From an optimization exercise on the open Yosys and OpenROAD flow, aimed at small area, a short achievable clock period and few clock cycles per item; shortcuts taken in it are not production practice. The RTL was checked by simulation tests, not by an equivalence proof against the original design. Power and IR drop assume default switching activity.

$ cat design.v
package rcrc_pkg;
    localparam int TIME_BITS = 48;
    localparam int FRAC_BITS = 16;
    localparam int RATE_BITS = 18 + FRAC_BITS;
    localparam logic [31:0] RESET_RTT     = 32'd100000;
    localparam logic [16:0] RESET_NOMINAL = 17'd10000;
    localparam logic [31:0] RESET_SCALE   = 32'd20752;
    localparam logic [31:0] RESET_INTERVAL = 32'd4;
    localparam logic [32:0] RESET_THALF    = 33'd360448000;
    localparam logic [15:0] LOSS_LIMIT = 16'd6553;
    localparam logic [1:0] REG_RTT     = 2'd0;
    localparam logic [1:0] REG_NOMINAL = 2'd1;
    localparam logic [1:0] REG_SCALE   = 2'd2;
endpackage
import rcrc_pkg::*;
module receiver_credit_rate_controller
(
    input  logic        aclk,
    input  logic        aresetn,
    input  logic        s_valid,
    output logic        s_ready,
    input  logic [81:0] s_data,
    output logic        m_valid,
    input  logic        m_ready,
    output logic [84:0] m_data,
    input  logic        cfg_valid,
    output logic        cfg_ready,
    input  logic [1:0]  cfg_index,
    input  logic [31:0] cfg_data
);
    localparam int E_FIRST = 0;     
    localparam int E_LOSS  = 1;     
    localparam int E_INC   = 2;     
    localparam int E_ACC   = 3;     
    localparam int E_R1    = 4;     
    localparam int E_D10   = 5;     
    localparam int E_R2    = 6;     
    localparam int E_CLAMP = 7;     
    localparam int E_ITEST = 8;     
    localparam int E_ISTEP = 9;     
    localparam int E_CFG   = 10;    
    localparam int NST     = 11;
    logic [31:0] rtt_reg, scale_reg;
    logic [16:0] nom_reg;
    logic [32:0] thalf_reg;
    logic [31:0] ivf_reg;
    logic        cfg_pend;
    logic [31:0] expected_reg, cnum_reg, iv_reg, sent_reg, lost_reg;
    logic        sending_reg, ovw_reg;
    logic [47:0] lc_reg, lfb_reg;
    logic [33:0] rate_reg;
    logic [81:0] item_reg, skid_reg;
    logic        item_v, skid_v, s_ready_reg;
    logic        m_valid_reg;
    logic        o_cv, o_late, o_fb;
    logic [NST-1:0] st;
    logic        idle;
    assign idle = st == '0;
    logic [4:0]  cnt;
    logic [1:0]  kidx;
    logic [1:0]  cmp_reg;    
    logic        q_prev;
    logic        pre;        
    assign s_ready = s_ready_reg;
    assign cfg_ready = 1'b1;
    assign m_valid = m_valid_reg;
    assign m_data = {o_cv, cnum_reg & {32{o_cv}}, expected_reg, rate_reg[33:16], o_late, o_fb};
    logic [47:0] tick;
    logic        pv, pe;
    logic [31:0] seq;
    assign tick = item_reg[81:34];
    assign pv   = item_reg[33];
    assign seq  = item_reg[32:1];
    assign pe   = item_reg[0];
    logic go;
    assign go = item_v && idle && !cfg_pend && (!m_valid_reg || m_ready);
    function automatic logic gap_gt(input logic [47:0] t, input logic [47:0] last,
                                    input logic [31:0] lim);
        logic [31:0] x, y, z, cs, cc;
        logic [33:0] s;
        logic        b32, ne0, ne1;
        x = t[31:0];
        y = ~last[31:0];
        z = ~lim;
        cs = x ^ y ^ z;
        cc = (x & y) | (x & z) | (y & z);
        s = {2'b00, cs} + {1'b0, cc, 1'b1};
        b32 = t[31:0] < last[31:0];
        ne0 = t[47:32] != last[47:32];
        ne1 = t[47:32] != (last[47:32] + 16'd1);
        gap_gt = (b32 ? ne1 : ne0) | s[33] | (b32 & s[32]);
    endfunction
    logic        credit, fb, seq_eq, seq_gt, late;
    logic [31:0] cnum_eff, cnum_inc, lost_new, sent_new;
    logic [33:0] lost_sum;
    always_comb begin
        credit = sending_reg && gap_gt(tick, lc_reg, iv_reg);
        fb = gap_gt(tick, lfb_reg, rtt_reg);
        seq_eq = seq == expected_reg;
        seq_gt = seq > expected_reg;
        late = pv && !seq_eq && !seq_gt;
        cnum_eff = ovw_reg ? expected_reg : cnum_reg;
        cnum_inc = cnum_eff + 32'd1;
        sent_new = (sent_reg == 32'hFFFF_FFFF) ? sent_reg : sent_reg + 32'd1;
        lost_sum = {2'b00, lost_reg} + {2'b00, seq} + {2'b00, ~expected_reg} + 34'd1;
        lost_new = lost_sum[31:0] | {32{lost_sum[33]}};
    end
    logic [33:0] wr;
    logic [15:0] wd;
    logic [49:0] acc;
    logic [35:0] v10;
    logic [3:0]  rem10;
    assign wr    = skid_reg[49:16];
    assign wd    = skid_reg[15:0];
    assign acc   = {skid_reg[67:50], lost_reg};
    assign v10   = skid_reg[35:0];
    assign rem10 = skid_reg[39:36];
    logic [33:0] floor_q;
    assign floor_q = {nom_reg, 15'd0};
    logic        div_loss;     
    logic [34:0] da, db;
    logic [35:0] ddiff;
    logic        dborrow;
    always_comb begin
        if (st[E_FIRST]) da = {3'd0, lost_reg};
        else if (st[E_ITEST]) da = {1'b0, wr};
        else da = {wr, wd[15]};
        if (div_loss) db = {3'd0, sent_reg};
        else if (pre) db = {1'b0, floor_q};
        else db = {1'b0, rate_reg};
        ddiff = {1'b0, da} - {1'b0, db};
        dborrow = ddiff[35];
    end
    logic [49:0] aa, ab, asum;
    logic        acin;
    always_comb begin
        aa = '0;
        ab = '0;
        acin = 1'b0;
        if (st[E_FIRST] || st[E_INC]) begin
            aa = {16'd0, 1'b0, rate_reg[33:1]};
            ab = {17'd0, thalf_reg};
        end
        if (st[E_LOSS] || st[E_ACC]) begin
            aa = {acc[48:0], 1'b0};
            ab = q_prev ? {16'd0, rate_reg} : 50'd0;
        end
        if (st[E_R1]) begin
            aa = {16'd0, rate_reg};
            ab = {16'd0, ~acc[49:16]};
            acin = acc[15:0] == 16'd0;
        end
        if (st[E_R2]) begin
            aa = {16'd0, pre ? floor_q : rate_reg};
            ab = {14'd0, v10};
        end
        if (st[E_CLAMP]) begin
            aa = {16'd0, rate_reg};
            ab = {16'd0, ~floor_q};
            acin = 1'b1;
        end
        asum = aa + ab + 50'(acin);
    end
    logic        ls_q;
    logic [1:0]  cmp_next;
    logic        lim_bit;
    logic [15:0] lim_c;
    assign lim_c = LOSS_LIMIT;
    always_comb begin
        ls_q = !dborrow;
        lim_bit = lim_c[cnt[3:0]];
        cmp_next = cmp_reg;
        if (cmp_reg == 2'd0) begin
            if (ls_q && !lim_bit) cmp_next = 2'd2;
            else if (!ls_q && lim_bit) cmp_next = 2'd1;
        end
    end
    function automatic logic [7:0] d10(input logic [3:0] r, input logic [3:0] n);
        logic [7:0] val;
        val = {r, n};
        d10 = {4'(val / 8'd10), 4'(val % 8'd10)};
    endfunction
    logic [7:0] d10a, d10b, d10c;
    assign d10a = d10(rem10, v10[35:32]);
    assign d10b = d10(d10a[3:0], v10[31:28]);
    assign d10c = d10(d10b[3:0], v10[27:24]);
    logic [49:0] w_load;
    logic        w_big;
    assign w_load = {scale_reg[25:0], 24'd0};
    assign w_big = scale_reg[31:26] != 6'd0;
    logic skid_v_next, item_v_next, busy_next, done_fb, done_pre, cfg_wr;
    assign cfg_wr = cfg_valid && (cfg_index == REG_NOMINAL || cfg_index == REG_SCALE);
    always_comb begin
        item_v_next = item_v;
        skid_v_next = skid_v;
        if (go || !item_v) begin
            item_v_next = skid_v || (s_valid && s_ready_reg);
            skid_v_next = 1'b0;
        end else if (s_valid && s_ready_reg) begin
            skid_v_next = 1'b1;
        end
    end
    logic fin_sat, fin_step, fin_full;
    always_comb begin
        fin_full = st[E_FIRST] && sent_reg != 32'd0 && lost_reg != 32'd0 && !dborrow;
        fin_sat  = st[E_ITEST] && kidx == 2'd3 && !dborrow;
        fin_step = st[E_ISTEP] && cnt == 5'd0;
        done_fb  = !pre && (fin_full || fin_sat || fin_step);
        done_pre = pre && (fin_sat || fin_step);
        busy_next = !idle && !done_fb && !done_pre;
        if (go && fb) busy_next = 1'b1;
        if (cfg_wr || cfg_pend) busy_next = 1'b1;
    end
    always_ff @(posedge aclk) begin
        if (go || !item_v) begin
            item_reg <= skid_v ? skid_reg : s_data;
        end
        if (s_valid && s_ready_reg && item_v && !go) begin
            skid_reg <= s_data;
        end
        if (go) begin
            o_cv <= credit;
            o_late <= late;
            o_fb <= fb;
        end
        if (!aresetn) begin
            rtt_reg <= RESET_RTT;
            nom_reg <= RESET_NOMINAL;
            scale_reg <= RESET_SCALE;
            thalf_reg <= RESET_THALF;
            ivf_reg <= RESET_INTERVAL;
            cfg_pend <= 1'b0;
            expected_reg <= '0;
            cnum_reg <= '0;
            ovw_reg <= 1'b0;
            sending_reg <= 1'b1;
            lc_reg <= '0;
            iv_reg <= RESET_INTERVAL;
            lfb_reg <= '0;
            rate_reg <= 34'(RESET_NOMINAL) << 16;
            sent_reg <= '0;
            lost_reg <= '0;
            item_v <= 1'b0;
            skid_v <= 1'b0;
            s_ready_reg <= 1'b1;
            m_valid_reg <= 1'b0;
            st <= '0;
            cnt <= '0;
            kidx <= '0;
            cmp_reg <= '0;
            q_prev <= 1'b0;
            pre <= 1'b0;
            div_loss <= 1'b0;
        end else begin
            item_v <= item_v_next;
            skid_v <= skid_v_next;
            s_ready_reg <= !skid_v_next && !busy_next;
            if (go) begin
                m_valid_reg <= !fb;
            end else if (done_fb) begin
                m_valid_reg <= 1'b1;
            end else if (m_ready) begin
                m_valid_reg <= 1'b0;
            end
            if (cfg_valid) begin
                case (cfg_index)
                    REG_RTT:     rtt_reg <= cfg_data;
                    REG_NOMINAL: nom_reg <= cfg_data[16:0];
                    REG_SCALE:   scale_reg <= cfg_data;
                    default:     ;
                endcase
            end
            if (go) begin
                ovw_reg <= pv && seq_gt;
                cnum_reg <= credit ? cnum_inc : cnum_eff;
                if (credit) begin
                    sent_reg <= sent_new;
                    lc_reg <= tick;
                end
                if (pv) begin
                    if (pe) sending_reg <= 1'b0;
                    if (seq_eq) expected_reg <= expected_reg + 32'd1;
                    if (seq_gt) lost_reg <= lost_new;
                end
                if (fb) begin
                    lfb_reg <= tick;
                    st <= NST'(1) << E_FIRST;
                    div_loss <= 1'b1;
                end
            end
            if (st[E_FIRST]) begin
                cnt <= 5'd15;
                cmp_reg <= 2'd0;
                q_prev <= 1'b0;
                skid_reg[49:0] <= {2'd0, lost_reg, 16'd0};
                skid_reg[67:50] <= '0;
                lost_reg <= '0;
                if (sent_reg == 32'd0 || lost_reg == 32'd0) begin
                    rate_reg <= asum[33:0];
                    skid_reg[49:0] <= w_load;
                    kidx <= 2'd0;
                    iv_reg <= '0;
                    sent_reg <= '0;
                    div_loss <= 1'b0;
                    st <= NST'(1) << E_ITEST;
                end else if (!dborrow) begin
                    rate_reg <= floor_q;
                    iv_reg <= ivf_reg;
                    sent_reg <= '0;
                    div_loss <= 1'b0;
                    st <= '0;
                end else begin
                    st <= NST'(1) << E_LOSS;
                end
            end
            if (st[E_LOSS]) begin
                skid_reg[49:16] <= dborrow ? da[33:0] : ddiff[33:0];
                q_prev <= ls_q;
                cmp_reg <= cmp_next;
                {skid_reg[67:50], lost_reg} <= asum;
                cnt <= cnt - 5'd1;
                if (cmp_next == 2'd1) begin
                    st <= NST'(1) << E_INC;
                end else if (cnt == 5'd0) begin
                    st <= NST'(1) << ((cmp_next == 2'd2) ? E_ACC : E_INC);
                end
            end
            if (st[E_INC]) begin
                rate_reg <= asum[33:0];
                skid_reg[49:0] <= w_load;
                kidx <= 2'd0;
                iv_reg <= '0;
                sent_reg <= '0;
                lost_reg <= '0;
                div_loss <= 1'b0;
                st <= NST'(1) << E_ITEST;
            end
            if (st[E_ACC]) begin
                {skid_reg[67:50], lost_reg} <= asum;
                st <= NST'(1) << E_R1;
            end
            if (st[E_R1]) begin
                rate_reg <= asum[33:0];
                skid_reg[39:0] <= {4'd0, 2'd0, asum[33:0]};
                cnt <= 5'd2;
                st <= NST'(1) << E_D10;
            end
            if (st[E_D10]) begin
                skid_reg[39:0] <= {d10c[3:0], v10[23:0], d10a[7:4], d10b[7:4], d10c[7:4]};
                cnt <= cnt - 5'd1;
                if (cnt == 5'd0) st <= NST'(1) << E_R2;
            end
            if (st[E_R2]) begin
                if (pre) begin
                    thalf_reg <= asum[32:0];
                    skid_reg[49:0] <= w_load;
                    kidx <= 2'd0;
                    ivf_reg <= '0;
                    st <= NST'(1) << E_ITEST;
                end else begin
                    rate_reg <= asum[33:0] | {34{asum[34]}};
                    st <= NST'(1) << E_CLAMP;
                end
            end
            if (st[E_CLAMP]) begin
                if (!asum[34]) rate_reg <= floor_q;
                skid_reg[49:0] <= w_load;
                kidx <= 2'd0;
                iv_reg <= '0;
                sent_reg <= '0;
                lost_reg <= '0;
                div_loss <= 1'b0;
                st <= NST'(1) << E_ITEST;
            end
            if (st[E_ITEST]) begin
                if (dborrow && !(kidx == 2'd0 && w_big)) begin
                    cnt <= {kidx, 3'b111};
                    st <= NST'(1) << E_ISTEP;
                end else if (kidx == 2'd3) begin
                    if (pre) ivf_reg <= 32'hFFFF_FFFF; else iv_reg <= 32'hFFFF_FFFF;
                    pre <= 1'b0;
                    st <= '0;
                end else begin
                    skid_reg[49:0] <= (kidx == 2'd0) ? {2'd0, scale_reg, 16'd0} : {8'd0, skid_reg[49:8]};
                    kidx <= kidx + 2'd1;
                end
            end
            if (st[E_ISTEP]) begin
                skid_reg[49:16] <= dborrow ? da[33:0] : ddiff[33:0];
                skid_reg[15:0] <= {wd[14:0], 1'b0};
                if (pre) ivf_reg <= {ivf_reg[30:0], !dborrow};
                else iv_reg <= {iv_reg[30:0], !dborrow};
                cnt <= cnt - 5'd1;
                if (cnt == 5'd0) begin
                    pre <= 1'b0;
                    st <= '0;
                end
            end
            if (st[E_CFG]) begin
                skid_reg[39:0] <= {4'd0, 2'd0, floor_q};
                cnt <= 5'd2;
                st <= NST'(1) << E_D10;
            end
            if (cfg_wr) begin
                cfg_pend <= 1'b1;
            end
            if (cfg_pend && (idle || pre)) begin
                cfg_pend <= cfg_wr;
                pre <= 1'b1;
                div_loss <= 1'b0;
                st <= NST'(1) << E_CFG;
            end
        end
    end
endmodule
$ cat run.sh
#!/bin/bash
# synth_recipe.tcl (not shown) runs the flow's synth.tcl, then flattens the netlist and writes it again
# the make line also repeats each setting of config.mk as NAME=value (left out here)
make -C /OpenROAD-flow-scripts/flow DESIGN_CONFIG=/design/flow/config.mk WORK_HOME=/design/flow/orfs CLKGATE_MAP_FILE= SYNTH_SCRIPT=/design/flow/synth_recipe.tcl finish
$ cat config.mk
export PLATFORM = sky130hd
export DESIGN_NAME = receiver_credit_rate_controller
export DESIGN_NICKNAME = receiver_credit_rate_controller
export VERILOG_FILES = /design/flow/design.v
export SDC_FILE = /design/flow/constraint.sdc
export NUM_CORES = 4
export LEC_CHECK = 0
export CAP_MARGIN = 20
export CORE_MARGIN = 2
export CORE_UTILIZATION = 40
export SETUP_SLACK_MARGIN = 5
export SLEW_MARGIN = 20
$ cat constraint.sdc
create_clock -name core_clock -period 10.0 [get_ports {aclk}]
set_input_delay 2.0000 -clock core_clock [delete_from_list [all_inputs] [get_ports {aclk}]]
set_output_delay 2.0000 -clock core_clock [all_outputs]
set_load 0.01 [all_outputs]
==> results.json <==
{
  "status": "timing/DRC/antenna clean",
  "post-route-period-util_pct": 56.6,
  "hold_viol": 0,
  "cts_buffer_depth": 3,
  "maxCapViolCount": 0,
  "grt_pass1_vias": 48000,
  "numPortBuffers": 207,
  "rsz0062_at_grt": "yes",
  "yosysSeqAreaShare_pct": 28.2,
  "ios": 209,
  "final_nets": 6932,
  "ir_worst_vdd_v": 0.000333,
  "p_leak_nw": 23.9,
  "slowest_stage": "dfxtp_4",
  "drv_slew": 0,
  "track_usage_pct": 36.2,
  "cp.arrival_ns": 6.26,
  "grt_max_degree": 193,
  "numCtsBuffers": 79,
  "cts_sinks": 633,
  "holdPathStages": 2,
  "synth_edf_count": 99,
  "clock_latency_ns": 0.72,
  "finalSetupTns_ns": 0,
  "start_kind": "flip-flop",
  "drive_above_1_share_pct": 21.2,
  "dieWidth_um": 352,
  "rows": 127,
  "cts_tree": "done",
  "ys_dominant_reg_cell": "dfxtp_1",
  "hpwl_mm": 154,
  "final_cell_mix": "nand2_1 (610), nor2_1 (502), dfxtp_1 (502), a21oi_1 (481), o21ai_0 (323)",
  "max_slew_margin_pct": 14.7,
  "required_ns": 10.59,
  "antenna_found_initial": 16,
  "cp_max_fo": 6,
  "hold_class": "flip-flop to flip-flop",
  "final_cell_area_um2": 62800,
  "worstRegToRegCells": 31,
  "cp_slowest_stage_delay_ns": 0.45,
  "fillCellCount": 11100,
  "route.detailed.drc": 0,
  "syn_nets": 6622,
  "routed_wl_mm": 234,
  "max_slew.worst_pin.slew_ns": 1.27,
  "grt_first_pass_wirelength_mm": 331,
  "gp_congestion": 1.02,
  "vias": 52900,
  "die_h_um": 352,
  "core_um2": 120000,
  "mostFrequentLayoutCell": "nand2_1",
  "via_per_inst": 6.51,
  "syn_inst": 6130,
  "gr-total-overflow": 0,
  "ys_warn_count": 1,
  "max_freq_ghz": 0.177,
  "clock-root-buffer": "clkbuf_16",
  "synth_seq_cells": 633,
  "setup_viol": 0,
  "initialDrtViolationCount": 7433,
  "place_area_um2": 52000,
  "synth_cell_types": 117,
  "ant_nets": 0,
  "path_class": "flip-flop to flip-flop",
  "die-area_um2": 124000,
  "clk_transition_reported_paths_ns": 0.06,
  "htreeDepth": 3,
  "cp-end-kind": "flip-flop",
  "initial_core_util_pct": 40.3,
  "r2r_slack_ns": 4.34,
  "routedWlPerCell_um": 28.8,
  "fin_skew_ns": 0.0510,
  "async_flop_share_pct": 0,
  "syn_area_um2": 48400,
  "cp_common_cell": "a21oi_2",
  "syn_avg_cell_area_um2": 7.89,
  "syn_to_final_growth_pct": 29.8,
  "p_per_area_nw_per_um2": 309,
  "dr.pass1.iters": 8,
  "min_period_ns": 5.66
}
[cells in the mapped netlist, drive strengths merged (51+ instances only)]
cell    instances  area, um^2
inv           276        1040
clkbuf        358        1340
a211oi         90         681
mux2           94        1060
a22oi          67         508
a21oi         590        2960
nor3           65         325
o211ai         51         388
mux2i         197        1970
xor2           67         587
fa             99        1980
nand2b         57         357
o21ai         412        2060
a221oi         99         880
nand3         204        1020
dfxtp         534       10700
edfxtp         99        2970
nor2          550        2070
ha            272        3400
a31oi          62         394
xnor2         131        1160
and2           61         382
nor4           66         419
nor2b          74         463
nand2         678        2550
o22ai          55         344
buf           103         543
a21o           84         631
nand4          69         432
[metrics by stage]
stage | std cells | util, % | setup slack, ns | total power [mW] | hold slack (ns)
after floorplan | 6130 | - | 4.72 | 9.92 | 0.432
after global placement | 7633 | 43.3 | 2.19 | 12.8 | 0.438
after detailed placement | 7633 | 43.3 | 2.16 | 12.9 | 0.443
after CTS | 8004 | 49.7 | 4.50 | 17.7 | 0.454
after global routing | 8122 | 52.3 | 4.14 | 20.2 | 0.475
final | 8129 | 52.3 | 4.34 | 19.4 | 0.453
[path summary, 6_finish.rpt]
kind / start / to
hold / removal: lfb_reg[22]$_SDFFE_PN0P_ / lfb_reg[22]$_SDFFE_PN0P_
setup reg to reg: st[1]$_SDFF_PP0_ / rate_reg[10]$_SDFF_PN0_
hold reg to reg: lfb_reg[22]$_SDFFE_PN0P_ / lfb_reg[22]$_SDFFE_PN0P_
setup / recovery: st[1]$_SDFF_PP0_ / rate_reg[10]$_SDFF_PN0_
[timing repair]
item,in CTS,in global routing
gates cloned,44,12
endpoints found under the setup margin,425,394
pin swaps,218,299
resized for setup,559,455
buffers inserted,179,103
endpoints found under the hold margin,0,0
hold buffers,0,0
[final cells by class]
type                            count  area, um^2  area share, %
Multi-Input combinational cell   4774       35700           56.9
Sequential cell                   633       13700           21.9
Antenna cell                       10        25.0         0.0399
Timing Repair Buffer              673        7390           11.8
Tap cell                         1612        2020           3.21
Inverter                          279        1070           1.70
Clock inverter                     38         492          0.783
Clock buffer                      110        2320           3.69
[worst max-delay path: cells and delay by family, from the launching register on]
kind	cells	cell delay [ns]
DFF	1	0.45
adders and majority gates	2	0.76
and+or+nand+nor	6	0.48
buffers and inverters	5	0.71
AOI/OAI and AO/OA	17	2.98
xor gates and xnor gates	1	0.12
[cells by family (layout without fill, tap and decap cells)]
logic type / after synthesis / after routing / synth area share [%]
flops: 633 / 633 / 28.2
xor+xnor: 198 / 198 / 3.62
simple gates: 1989 / 2006 / 19.0
mux: 291 / 291 / 6.26
other cells: 1 / 11 / 0.00775
fa+ha+maj: 377 / 377 / 11.3
buf+inv: 740 / 1100 / 6.06
compound gates: 1901 / 1901 / 25.5
[power by group]
part	total [mW]	switching, mW	internal [mW]
clock network	3.18	1.31	1.87
registers	3.97	0.918	3.05
logic	12.3	7.15	5.11
[layer usage]
| metal | up-vias | track usage (%) | part of all wire [%] |
|---|---|---|---|
| met5 | - | 0 | 0.091 |
| met4 | 18 | 24.4 | 8.5 |
| met3 | 1042 | 11.6 | 12 |
| met2 | 3506 | 51.9 | 41 |
| met1 | 25400 | 46.1 | 38 |
| li1 | 23000 | - | - |
Testbench counts, summed over its fixed seeds: cycles 21,812, items 9,600.

static timing again, ports no longer ideal:
The results above use ideal ports. As a check the final layout listed here was re-extracted and re-timed, cells and wires unchanged.
Step 1 (the two cells are an assumption about what drives the block):
set clk [get_ports {aclk}]
set_driving_cell -lib_cell sky130_fd_sc_hd__clkbuf_16 $clk
set_driving_cell -lib_cell sky130_fd_sc_hd__buf_2 [delete_from_list [all_inputs] $clk]
Step 2 also shifts input and output timing later by t, the mid clock arrival at the registers, as if the neighbouring blocks saw the same clock.
Three values: ideal, step 1, step 2; two values: the first two.
shift t [ns]: 0.778
setup WS [ns]: 4.339 / 4.339 / 4.107
worst setup path after step 2: input to register
After both steps setup and hold are still met in this run. The setup slack of this run moves by 0.000 ns with the drivers and by -0.232 ns with both steps.
